From an optimization exercise on the open Yosys and OpenROAD flow, aimed at small area, a short achievable clock period and few clock cycles per item; shortcuts taken in it are not production practice. The RTL was checked by simulation tests, not by an equivalence proof against the original design. Power and IR drop assume default switching activity.

File: flow/config.mk
export PLATFORM = sky130hd
export DESIGN_NAME = matrix_exponential_taylor
export DESIGN_NICKNAME = matrix_exponential_taylor
export VERILOG_FILES = /design/flow/design.v
export SDC_FILE = /design/flow/constraint.sdc
export NUM_CORES = 4
export LEC_CHECK = 0
export CAP_MARGIN = 20
export CORE_MARGIN = 2
export CORE_UTILIZATION = 40
export SLEW_MARGIN = 20
File: flow/constraint.sdc
create_clock -name core_clock -period 10.0 [get_ports {clk}]
set_input_delay 2.0000 -clock core_clock [delete_from_list [all_inputs] [get_ports {clk}]]
set_output_delay 2.0000 -clock core_clock [all_outputs]
set_load 0.01 [all_outputs]
File: flow/design.v
`default_nettype none
package met_pkg;
    localparam logic signed [31:0] ONE_Q16 = 32'sd65536;
    localparam logic signed [31:0] MAX32 = 32'sh7fffffff;
    localparam logic signed [31:0] MIN32 = 32'sh80000000;
    localparam logic signed [63:0] MAX64 = 64'sh7fffffffffffffff;
    localparam logic signed [63:0] MIN64 = 64'sh8000000000000000;
    localparam int RECIP_W = 24;
    typedef struct packed {
        logic start;
        logic busy;
    } div_ctl_t;
endpackage
`default_nettype wire
`default_nettype none
module met_ram #(
    parameter int WIDTH = 32,
    parameter int DEPTH = 9
) (
    input  wire logic                     clk,
    input  wire logic                     we,
    input  wire logic [$clog2(DEPTH)-1:0] waddr,
    input  wire logic [WIDTH-1:0]         wdata,
    input  wire logic [$clog2(DEPTH)-1:0] raddr,
    output logic      [WIDTH-1:0]         rdata
);
    logic [WIDTH-1:0] mem [DEPTH];
    always_ff @(posedge clk)
    begin
        if (we)
        begin
            mem[waddr] <= wdata;
        end
        rdata <= mem[raddr];
    end
endmodule
`default_nettype wire
`default_nettype none
module met_div (
    input  wire logic               clk,
    input  wire logic               rst_n,
    input  wire logic               start,
    input  wire logic signed [63:0] acc,
    input  wire logic [8:0]         div_k,
    output logic                    done,
    output logic signed [31:0]      quot,
    output logic                    sat
);
    logic [6:0]  cnt_reg, cnt_next;
    logic        run_reg, run_next;
    logic        neg_reg, neg_next;
    logic [63:0] num_reg, num_next;
    logic [63:0] q_reg, q_next;
    logic [25:0] rem_reg, rem_next;
    logic [24:0] d_reg, d_next;
    logic [63:0] mag;
    logic [26:0] trial;
    logic [64:0] qsum;
    always_comb
    begin
        mag = acc[63] ? (64'd0 - 64'(acc)) : 64'(acc);
        qsum = {1'b0, mag} + {41'd0, div_k, 15'd0};
        cnt_next = cnt_reg;
        run_next = run_reg;
        neg_next = neg_reg;
        num_next = num_reg;
        q_next = q_reg;
        rem_next = rem_reg;
        d_next = d_reg;
        trial = 27'd0;
        if (start)
        begin
            run_next = 1'b1;
            cnt_next = 7'd0;
            neg_next = acc[63];
            d_next = {div_k, 16'd0};
            num_next = qsum[63:0];
            q_next = 64'd0;
            rem_next = 26'd0;
        end
        else if (run_reg)
        begin
            trial = {rem_reg, num_reg[63]};
            num_next = {num_reg[62:0], 1'b0};
            if (trial >= {2'd0, d_reg})
            begin
                rem_next = 26'(trial - {2'd0, d_reg});
                q_next = {q_reg[62:0], 1'b1};
            end
            else
            begin
                rem_next = trial[25:0];
                q_next = {q_reg[62:0], 1'b0};
            end
            cnt_next = cnt_reg + 7'd1;
            if (cnt_reg == 7'd63)
            begin
                run_next = 1'b0;
            end
        end
    end
    logic fin_reg;
    always_ff @(posedge clk or negedge rst_n)
    begin
        if (!rst_n)
        begin
            run_reg <= 1'b0;
            cnt_reg <= 7'd0;
            fin_reg <= 1'b0;
        end
        else
        begin
            run_reg <= run_next;
            cnt_reg <= cnt_next;
            fin_reg <= run_reg && !start && cnt_reg == 7'd63;
        end
    end
    always_ff @(posedge clk)
    begin
        neg_reg <= neg_next;
        num_reg <= num_next;
        q_reg <= q_next;
        rem_reg <= rem_next;
        d_reg <= d_next;
    end
    always_comb
    begin
        sat = 1'b0;
        if (!neg_reg)
        begin
            if (q_reg > 64'h7fffffff)
            begin
                sat = 1'b1;
                quot = met_pkg::MAX32;
            end
            else
            begin
                quot = q_reg[31:0];
            end
        end
        else if (q_reg > 64'h80000000)
        begin
            sat = 1'b1;
            quot = met_pkg::MIN32;
        end
        else
        begin
            quot = 32'(64'd0 - q_reg);
        end
    end
    assign done = fin_reg;
endmodule
`default_nettype wire
`default_nettype none
module matrix_exponential_taylor #(
    parameter int DIM = 3
) (
    input  wire logic               clk,
    input  wire logic               rst_n,
    input  wire logic               in_valid,
    output logic                    in_stall,
    input  wire logic signed [31:0] elem_value,
    output logic                    out_valid,
    input  wire logic               out_stall,
    output logic signed [31:0]      result_value,
    output logic                    is_last,
    output logic                    saturated,
    input  wire logic               cfg_we,
    input  wire logic [7:0]         cfg_data
);
    localparam int CELLS = DIM * DIM;
    localparam int AW = $clog2(CELLS);
    localparam int DW = $clog2(DIM);
    localparam logic [3:0] S_LOAD = 4'd0;
    localparam logic [3:0] S_INIT = 4'd1;
    localparam logic [3:0] S_SUMR = 4'd2;
    localparam logic [3:0] S_SUMW = 4'd3;
    localparam logic [3:0] S_MULR = 4'd4;
    localparam logic [3:0] S_MULA = 4'd5;
    localparam logic [3:0] S_DIV  = 4'd6;
    localparam logic [3:0] S_WAIT = 4'd7;
    localparam logic [3:0] S_COPY = 4'd8;
    localparam logic [3:0] S_COPW = 4'd9;
    localparam logic [3:0] S_OUTR = 4'd10;
    localparam logic [3:0] S_OUT  = 4'd11;
    logic [3:0]  st_reg, st_next;
    logic [7:0]  nt_reg;
    logic [AW-1:0] cnt_reg, cnt_next;
    logic [DW-1:0] i_reg, i_next, j_reg, j_next, m_reg, m_next;
    logic [7:0]  k_reg, k_next;
    logic        ovf_reg, ovf_next;
    logic        stuck_reg, stuck_next;
    logic signed [63:0] acc_reg, acc_next;
    logic signed [31:0] res_reg, res_next;
    logic        last_reg, last_next;
    logic        ov_out_reg, ov_out_next;
    logic          a_we, s_we, q_we, p_we;
    logic [AW-1:0] a_wa, s_wa, q_wa, p_wa, a_ra, s_ra, q_ra, p_ra;
    logic [31:0]   a_wd, s_wd, q_wd, p_wd, a_rd, s_rd, q_rd, p_rd;
    met_ram #(.WIDTH(32), .DEPTH(CELLS)) u_a (.clk, .we(a_we), .waddr(a_wa),
        .wdata(a_wd), .raddr(a_ra), .rdata(a_rd));
    met_ram #(.WIDTH(32), .DEPTH(CELLS)) u_s (.clk, .we(s_we), .waddr(s_wa),
        .wdata(s_wd), .raddr(s_ra), .rdata(s_rd));
    met_ram #(.WIDTH(32), .DEPTH(CELLS)) u_q (.clk, .we(q_we), .waddr(q_wa),
        .wdata(q_wd), .raddr(q_ra), .rdata(q_rd));
    met_ram #(.WIDTH(32), .DEPTH(CELLS)) u_p (.clk, .we(p_we), .waddr(p_wa),
        .wdata(p_wd), .raddr(p_ra), .rdata(p_rd));
    logic div_start;
    logic signed [31:0] dq;
    logic dsat, ddone;
    met_div u_div (.clk, .rst_n, .start(div_start), .acc(acc_reg),
        .div_k({1'b0, k_reg} + 9'd1), .done(ddone), .quot(dq), .sat(dsat));
    logic signed [63:0] prod_reg;
    logic signed [32:0] ssum;
    logic signed [64:0] asum;
    always_ff @(posedge clk)
    begin
        prod_reg <= $signed(q_rd) * $signed(a_rd);
    end
    logic accept_in;
    assign accept_in = in_valid && !in_stall;
    assign in_stall = (st_reg != S_LOAD);
    always_comb
    begin
        st_next = st_reg;
        cnt_next = cnt_reg;
        i_next = i_reg;
        j_next = j_reg;
        m_next = m_reg;
        k_next = k_reg;
        ovf_next = ovf_reg;
        stuck_next = stuck_reg;
        acc_next = acc_reg;
        res_next = res_reg;
        last_next = last_reg;
        ov_out_next = ov_out_reg;
        a_we = 1'b0; s_we = 1'b0; q_we = 1'b0; p_we = 1'b0;
        a_wa = cnt_reg; s_wa = cnt_reg; q_wa = cnt_reg; p_wa = AW'(i_reg * DIM + j_reg);
        a_wd = elem_value; s_wd = 32'd0; q_wd = elem_value; p_wd = dq;
        a_ra = AW'(m_reg * DIM + j_reg);
        q_ra = AW'(i_reg * DIM + m_reg);
        s_ra = cnt_reg;
        p_ra = cnt_reg;
        div_start = 1'b0;
        ssum = $signed({s_rd[31], s_rd}) + $signed({q_rd[31], q_rd});
        asum = $signed({acc_reg[63], acc_reg}) + $signed({prod_reg[63], prod_reg});
        case (st_reg)
            S_LOAD:
            begin
                if (accept_in)
                begin
                    a_we = 1'b1;
                    q_we = 1'b1;
                    if (cnt_reg == AW'(CELLS - 1))
                    begin
                        cnt_next = '0;
                        i_next = '0;
                        j_next = '0;
                        ovf_next = 1'b0;
                        st_next = S_INIT;
                    end
                    else
                    begin
                        cnt_next = cnt_reg + AW'(1);
                    end
                end
            end
            S_INIT:
            begin
                s_we = 1'b1;
                s_wd = (i_reg == j_reg) ? met_pkg::ONE_Q16 : 32'd0;
                k_next = 8'd1;
                if (j_reg == DW'(DIM - 1))
                begin
                    j_next = '0;
                    i_next = i_reg + DW'(1);
                end
                else
                begin
                    j_next = j_reg + DW'(1);
                end
                if (cnt_reg == AW'(CELLS - 1))
                begin
                    cnt_next = '0;
                    st_next = (nt_reg == 8'd0) ? S_OUTR : S_SUMR;
                end
                else
                begin
                    cnt_next = cnt_reg + AW'(1);
                end
            end
            S_SUMR:
            begin
                q_ra = cnt_reg;
                st_next = S_SUMW;
            end
            S_SUMW:
            begin
                q_ra = cnt_reg;
                s_we = 1'b1;
                if (ssum > 33'sh7fffffff)
                begin
                    s_wd = met_pkg::MAX32;
                    ovf_next = 1'b1;
                end
                else if (ssum < -33'sh80000000)
                begin
                    s_wd = met_pkg::MIN32;
                    ovf_next = 1'b1;
                end
                else
                begin
                    s_wd = ssum[31:0];
                end
                if (cnt_reg == AW'(CELLS - 1))
                begin
                    cnt_next = '0;
                    i_next = '0; j_next = '0; m_next = '0;
                    acc_next = '0;
                    stuck_next = 1'b0;
                    st_next = S_MULR;
                end
                else
                begin
                    cnt_next = cnt_reg + AW'(1);
                    st_next = S_SUMR;
                end
            end
            S_MULR:
            begin
                st_next = S_MULA;
            end
            S_MULA:
            begin
                st_next = S_MULR;
            end
            S_DIV:
            begin
                div_start = 1'b1;
                st_next = S_WAIT;
            end
            S_WAIT:
            begin
                if (ddone)
                begin
                    p_we = 1'b1;
                    if (dsat)
                    begin
                        ovf_next = 1'b1;
                    end
                    acc_next = '0;
                    stuck_next = 1'b0;
                    if (j_reg == DW'(DIM - 1))
                    begin
                        j_next = '0;
                        if (i_reg == DW'(DIM - 1))
                        begin
                            i_next = '0;
                            cnt_next = '0;
                            st_next = S_COPY;
                        end
                        else
                        begin
                            i_next = i_reg + DW'(1);
                            st_next = S_MULR;
                        end
                    end
                    else
                    begin
                        j_next = j_reg + DW'(1);
                        st_next = S_MULR;
                    end
                end
            end
            S_COPY:
            begin
                st_next = S_COPW;
            end
            S_COPW:
            begin
                q_we = 1'b1;
                q_wd = p_rd;
                if (cnt_reg == AW'(CELLS - 1))
                begin
                    cnt_next = '0;
                    if (k_reg == nt_reg)
                    begin
                        st_next = S_OUTR;
                    end
                    else
                    begin
                        k_next = k_reg + 8'd1;
                        st_next = S_SUMR;
                    end
                end
                else
                begin
                    cnt_next = cnt_reg + AW'(1);
                    st_next = S_COPY;
                end
            end
            S_OUTR:
            begin
                st_next = S_OUT;
            end
            S_OUT:
            begin
                if (!out_valid || !out_stall)
                begin
                    res_next = s_rd;
                    last_next = (cnt_reg == AW'(CELLS - 1));
                    ov_out_next = ovf_reg;
                    if (cnt_reg == AW'(CELLS - 1))
                    begin
                        cnt_next = '0;
                        st_next = S_LOAD;
                    end
                    else
                    begin
                        cnt_next = cnt_reg + AW'(1);
                        st_next = S_OUTR;
                    end
                end
            end
            default:
            begin
                st_next = S_LOAD;
            end
        endcase
        if (st_reg == S_MULA)
        begin
            if (!stuck_reg && m_reg != '0)
            begin
                if (asum > $signed({met_pkg::MAX64[63], met_pkg::MAX64}))
                begin
                    acc_next = met_pkg::MAX64; stuck_next = 1'b1; ovf_next = 1'b1;
                end
                else if (asum < $signed({met_pkg::MIN64[63], met_pkg::MIN64}))
                begin
                    acc_next = met_pkg::MIN64; stuck_next = 1'b1; ovf_next = 1'b1;
                end
                else
                begin
                    acc_next = asum[63:0];
                end
            end
        end
    end
    logic       pv1_reg, pv2_reg;
    logic [1:0] tail_reg;
    logic signed [64:0] psum;
    logic signed [63:0] acc_fix;
    logic       stk_fix, ovf_fix;
    logic [3:0] st_fix;
    logic [DW-1:0] m_fix;
    always_comb
    begin
        acc_fix = acc_next;
        stk_fix = stuck_next;
        ovf_fix = ovf_next;
        st_fix = st_next;
        m_fix = m_next;
        psum = $signed({acc_reg[63], acc_reg}) + $signed({prod_reg[63], prod_reg});
        if (st_reg == S_MULR || st_reg == S_MULA)
        begin
            acc_fix = acc_reg;
            stk_fix = stuck_reg;
            ovf_fix = ovf_reg;
            if (pv2_reg && !stuck_reg)
            begin
                if (psum > $signed({met_pkg::MAX64[63], met_pkg::MAX64}))
                begin
                    acc_fix = met_pkg::MAX64; stk_fix = 1'b1; ovf_fix = 1'b1;
                end
                else if (psum < $signed({met_pkg::MIN64[63], met_pkg::MIN64}))
                begin
                    acc_fix = met_pkg::MIN64; stk_fix = 1'b1; ovf_fix = 1'b1;
                end
                else
                begin
                    acc_fix = psum[63:0];
                end
            end
            if (st_reg == S_MULR)
            begin
                st_fix = S_MULA;
            end
            else if (tail_reg == 2'd2)
            begin
                st_fix = S_DIV;
                m_fix = '0;
            end
            else if (tail_reg != 2'd0)
            begin
                st_fix = S_MULA;
            end
            else if (m_reg == DW'(DIM - 1))
            begin
                st_fix = S_MULA;
            end
            else
            begin
                m_fix = m_reg + DW'(1);
                st_fix = S_MULR;
            end
        end
    end
    always_ff @(posedge clk or negedge rst_n)
    begin
        if (!rst_n)
        begin
            st_reg <= S_LOAD;
            nt_reg <= 8'd100;
            cnt_reg <= '0;
            out_valid <= 1'b0;
            pv1_reg <= 1'b0;
            pv2_reg <= 1'b0;
            tail_reg <= 2'd0;
            ovf_reg <= 1'b0;
        end
        else
        begin
            st_reg <= st_fix;
            cnt_reg <= cnt_next;
            ovf_reg <= ovf_fix;
            if (cfg_we)
            begin
                nt_reg <= cfg_data;
            end
            pv1_reg <= (st_reg == S_MULR);
            pv2_reg <= pv1_reg;
            if (st_reg == S_MULA && tail_reg == 2'd0 && m_reg == DW'(DIM - 1))
            begin
                tail_reg <= 2'd1;
            end
            else if (st_reg == S_MULA && tail_reg != 2'd0)
            begin
                tail_reg <= (tail_reg == 2'd2) ? 2'd0 : tail_reg + 2'd1;
            end
            if (st_reg == S_OUT && (!out_valid || !out_stall))
            begin
                out_valid <= 1'b1;
            end
            else if (!out_stall)
            begin
                out_valid <= 1'b0;
            end
        end
    end
    always_ff @(posedge clk)
    begin
        i_reg <= i_next;
        j_reg <= j_next;
        m_reg <= m_fix;
        k_reg <= k_next;
        stuck_reg <= stk_fix;
        acc_reg <= acc_fix;
        res_reg <= res_next;
        last_reg <= last_next;
        ov_out_reg <= ov_out_next;
    end
    assign result_value = res_reg;
    assign is_last = last_reg;
    assign saturated = ov_out_reg;
endmodule
`default_nettype wire
File: flow/run.sh
#!/bin/bash
# synth_recipe.tcl (not shown) runs the flow's synth.tcl, then flattens the netlist and writes it again
# the make line also repeats each setting of config.mk as NAME=value (left out here)
make -C /OpenROAD-flow-scripts/flow DESIGN_CONFIG=/design/flow/config.mk WORK_HOME=/design/flow/orfs CLKGATE_MAP_FILE= SYNTH_SCRIPT=/design/flow/synth_recipe.tcl finish
==> flow_summary_export.csv <==
group,metric,value,unit
status,status,"timing/DRC/antenna clean",
global_route,met3_usage,0.0350,
worst_setup_path,rr_worst_depth,25,
worst_setup_path,cp.required,10.74,ns
floorplanning,die_x,519,um
timing,hold_viol,0,
clock_network,clockBufferDepth,3,
power_and_ir_drop,seq_power_share,0.519,
timing,rsz0062_at_grt,"no",
floorplanning,start_util,0.401,
floorplanning,core-area,264000,um^2
timing,period_minus_slack,9.27,ns
synthesis,synth-seq-area-share,0.440,
power_and_ir_drop,p_comb_frac,0.005,
timing,finalCritPeriodShare,0.927,
clock_network,clk_pin_slew,0.06,ns
synthesis,synth_edf_count,1337,
synthesis,synth_seq_cells,1652,
min_path,hold_path_class,"register to register",
worst_setup_path,crit_path_max_fanout,22,
floorplanning,num_rows,189,
global_route,busiest_layer,"met2",
routing,drtAntennaViolNets,0,
worst_setup_path,r2r_end,"prod_reg[63]",
routing,drt_iter0_drc,5226,
placed_design,dp_hpwl,198000,um
timing,max_slew_margin,0.188,
synthesis,avgSynthCellArea,12.2,um^2
floorplanning,die_h,519,um
power_and_ir_drop,power.leakage,46.3,nW
global_route,grt_max_degree,103,
synthesis,synth_top_cell_by_area,"edfxtp_1",
clock_network,cts_buffers,178,
cells_and_area,drive_gt1_frac,0.0970,
min_path,worstHoldEndpoint,"pv2_reg",
worst_setup_path,slowest_stage,"dfxtp_1",
clock_network,insertion_delay,0.85,ns
global_route,grt_use_total,0.208,
synthesis,netlist.area_leader.share,0.379,
routing,vias,66000,
cells_and_area,fin_util,0.444,
routing,vias_per_cell,5.34,
global_route,antenna_found_initial,19,
worst_setup_path,cp.arrival,10.01,ns
worst_setup_path,cpMostUsedCell,"fa_1",
synthesis,syn_nets,10100,
synthesis,yosysUniqueCellTypes,90,
floorplanning,ios,81,
worst_setup_path,r2r_slack,0.73,ns
cells_and_area,area_growth,10.8,%
synthesis,ys.flop_type,"edfxtp_1",
synthesis,synthTopCellsByCount,"edfxtp_1 (1337), fa_1 (1090), inv_1 (1074), nand2_1 (1027), and2_1 (527)",
timing,final.setup.tns,0,ns
cells_and_area,nNetsFinal,10100,
clock_network,cts_sinks,1652,
synthesis,synthCells,8669,
timing,fin_ws,0.730,ns
routing,first_pass_iters,5,
placed_design,place_inst,12000,
synthesis,async_flop_share,0.0188,
worst_setup_path,worst-setup-path-type,"register to register",
timing,whs,0.348,ns
routing,drt_wl_total,279000,um
worst_setup_path,start_kind,"register",
power_and_ir_drop,p_sw,2.88,mW
floorplanning,dieArea,269000,um^2
global_route,use_met1,0.285,
timing,setup_viol,0,
clock_network,cts_hold_buf,0,
worst_setup_path,cp-end-kind,"register",
min_path,hp-start,"pv1_reg",
power_and_ir_drop,internal_power,11.3,mW
global_route,grt_pass1_vias,69100,
power_and_ir_drop,switching_share,0.203,
placed_design,place.gp.congestion,0.890,
synthesis,synth_most_common_cell,"edfxtp_1",
cells_and_area,final-instance-count-excl-fill,12400,
synthesis,yosys_warnings,3,
power_and_ir_drop,power_density,121,nW/um^2
clock_network,cts_resized,0,
timing,skew,0.0684,ns
clock_network,cts_tree,"done",
clock_network,cts_max_level,4,
timing,worst_slew_pin_slew,1.22,ns
timing,timing.fmax,108,MHz
synthesis,yosys-top-cells-area,"edfxtp_1 (38%), fa_1 (21%), mux4_2 (5.4%), dfxtp_1 (5.4%), inv_1 (3.8%)",
worst_setup_path,slowest_delay,1.13,ns
global_route,grt_pass1_wl,428000,um
power_and_ir_drop,ir_drop,155,uV
global_route,use_met2,0.341,
worst_setup_path,r2r-start,"u_q.rdata[5]",
routing,wl_per_cell,22.6,um
power_and_ir_drop,p_clk_frac,0.476,
synthesis,synth_area,106000,um^2
placed_design,pre_cts_ws,0.804,ns
job,drv_cap,0,
routing,drc,0,
clock_network,cts_setup_buffers,0,
timing,drv_slew,0,
min_path,holdPathStages,0,
placed_design,io_buffers,80,
global_route,grt.overflow.total,0,
clock_network,cts-root-buf,"clkbuf_16",
cells_and_area,nFillCells,24100,
## area by class of cell
type | instances | area (um^2) | share of cell area
sequential | 1652 | 46600 | 0.397
tap | 3533 | 4420 | 0.0376
antenna | 8 | 20.0 | 0.000170
inverter | 1075 | 4040 | 0.0344
timing repair buffer | 255 | 2130 | 0.0181
clock buffer | 228 | 4800 | 0.0409
clock inverter | 107 | 1260 | 0.0107
multi-input combinational | 5512 | 54200 | 0.461
## logic make-up (layout without fill, tap and decap cells)
group	count (synthesis)	count (layout)	synth area share
fa+ha+maj	1410	1410	0.244
buf+inv	1505	1665	0.0535
flops	1652	1652	0.440
mux	485	485	0.0762
simple gates	2297	2297	0.104
compound gates	1039	1039	0.0596
other cells	0	8	0
xor+xnor	281	281	0.0232
## per-stage QoR
| step | power [mW] | cell area, um^2 |
|---|---|---|
| 4_1_cts | 14.3 | 117000 |
| 5_1_grt | 14.6 | 117000 |
| 3_3_place_gp | 7.59 | 111000 |
| 3_5_place_dp | 7.59 | 111000 |
| 2_1_floorplan | 7.54 | 106000 |
| 6_report | 14.2 | 117000 |
## worst max-delay path: cells and delay by family, from the launching register on
kind / cells / cell delay, ns
compound gates: 9 / 3.31
xor+xnor: 1 / 0.14
fa+ha+maj: 9 / 3.78
buf+inv: 4 / 0.48
flops: 1 / 1.13
simple gates: 2 / 0.33
## per-layer routing
| layer | wire length [um] | vias to the layer above |
|---|---|---|
| met2 | 133000 | 2134 |
| met1 | 119000 | 34100 |
| li1 | - | 29300 |
| met4 | 8070 | 4 |
| met3 | 18200 | 393 |
| met5 | 26 | - |
## worst max-delay path by stage
stage	start	end	slack [ns]	cells after the start
global route	u_a.rdata[2]	prod_reg[63]	0.31	23
finish	u_q.rdata[5]	prod_reg[63]	0.73	25
global placement	u_a.rdata[2]	prod_reg[63]	0.91	23
detailed placement	u_a.rdata[2]	prod_reg[63]	0.80	23
CTS	u_a.rdata[2]	prod_reg[63]	0.72	23
floorplan	u_q.rdata[31]	prod_reg[63]	2.02	23
## power groups by stage
stage               logic (mW)  registers [mW]  clock network [mW]
floorplan               0.0191            7.52                   0
global placement        0.0683            7.52                   0
CTS                     0.0721            7.37                6.89
detailed placement      0.0720            7.52                   0
finish                  0.0722            7.37                6.75
global route            0.0776            7.37                7.15
## placed cells by master (no fill, tap or decap), types with 15 or more instances in the layout
cell,synthesis,routed
xnor2_1,153,153
xor2_1,128,128
a31oi_1,34,34
inv_1,1074,1073
o21bai_1,27,27
clkinv_1,0,19
mux4_2,256,256
and2_1,527,526
and3_1,25,25
or3_1,36,36
a21oi_1,282,277
nor2b_1,30,30
o21ai_0,361,359
clkinv_2,0,42
dfrtp_1,28,23
dfxtp_1,284,278
nand2b_1,38,38
a21o_1,95,95
ha_1,319,317
buf_4,0,172
nor4_1,38,36
or2_2,17,17
mux2i_1,219,218
o31ai_1,41,41
nor2_1,311,277
clkbuf_8,0,16
nor2_4,0,34
nand2_1,1027,1025
edfxtp_1,1337,1337
clkbuf_16,0,178
a211oi_1,17,17
clkdlybuf4s50_1,0,79
nand3_1,73,73
clkbuf_1,373,34
fa_1,1090,1089
nand4_1,45,45
o311ai_0,16,15
o21a_1,44,44
nor3_1,60,54
bufinv_16,0,19
Testbench counts, summed over its fixed seeds: cycles 871,152, matrices 96.

[what the ideal ports hide]
No port has a modelled driver above. Below, the same layout with a new extraction and two added sets of constraints.
Step 1 sets driving cells, clkbuf_16 on the clock port and buf_2 on the other inputs (assumed; they add their load-dependent delay and slew).
Step 2, shift: input delay + t, output delay - t, t = (earliest + latest rising clock arrival at the registers) / 2. This alone moves slack from input paths to output paths.
Slacks: ideal ports / drivers / drivers and shift; pairs: ideal ports / drivers.
t (ns): 0.907
setup slack, ns: 0.730 / 0.730 / 0.730
pins driven straight from the clock port: 1
After both steps this run still meets setup and hold. For this run, drivers alone change the setup slack by 0.000 ns; drivers and shift together by 0.000 ns.
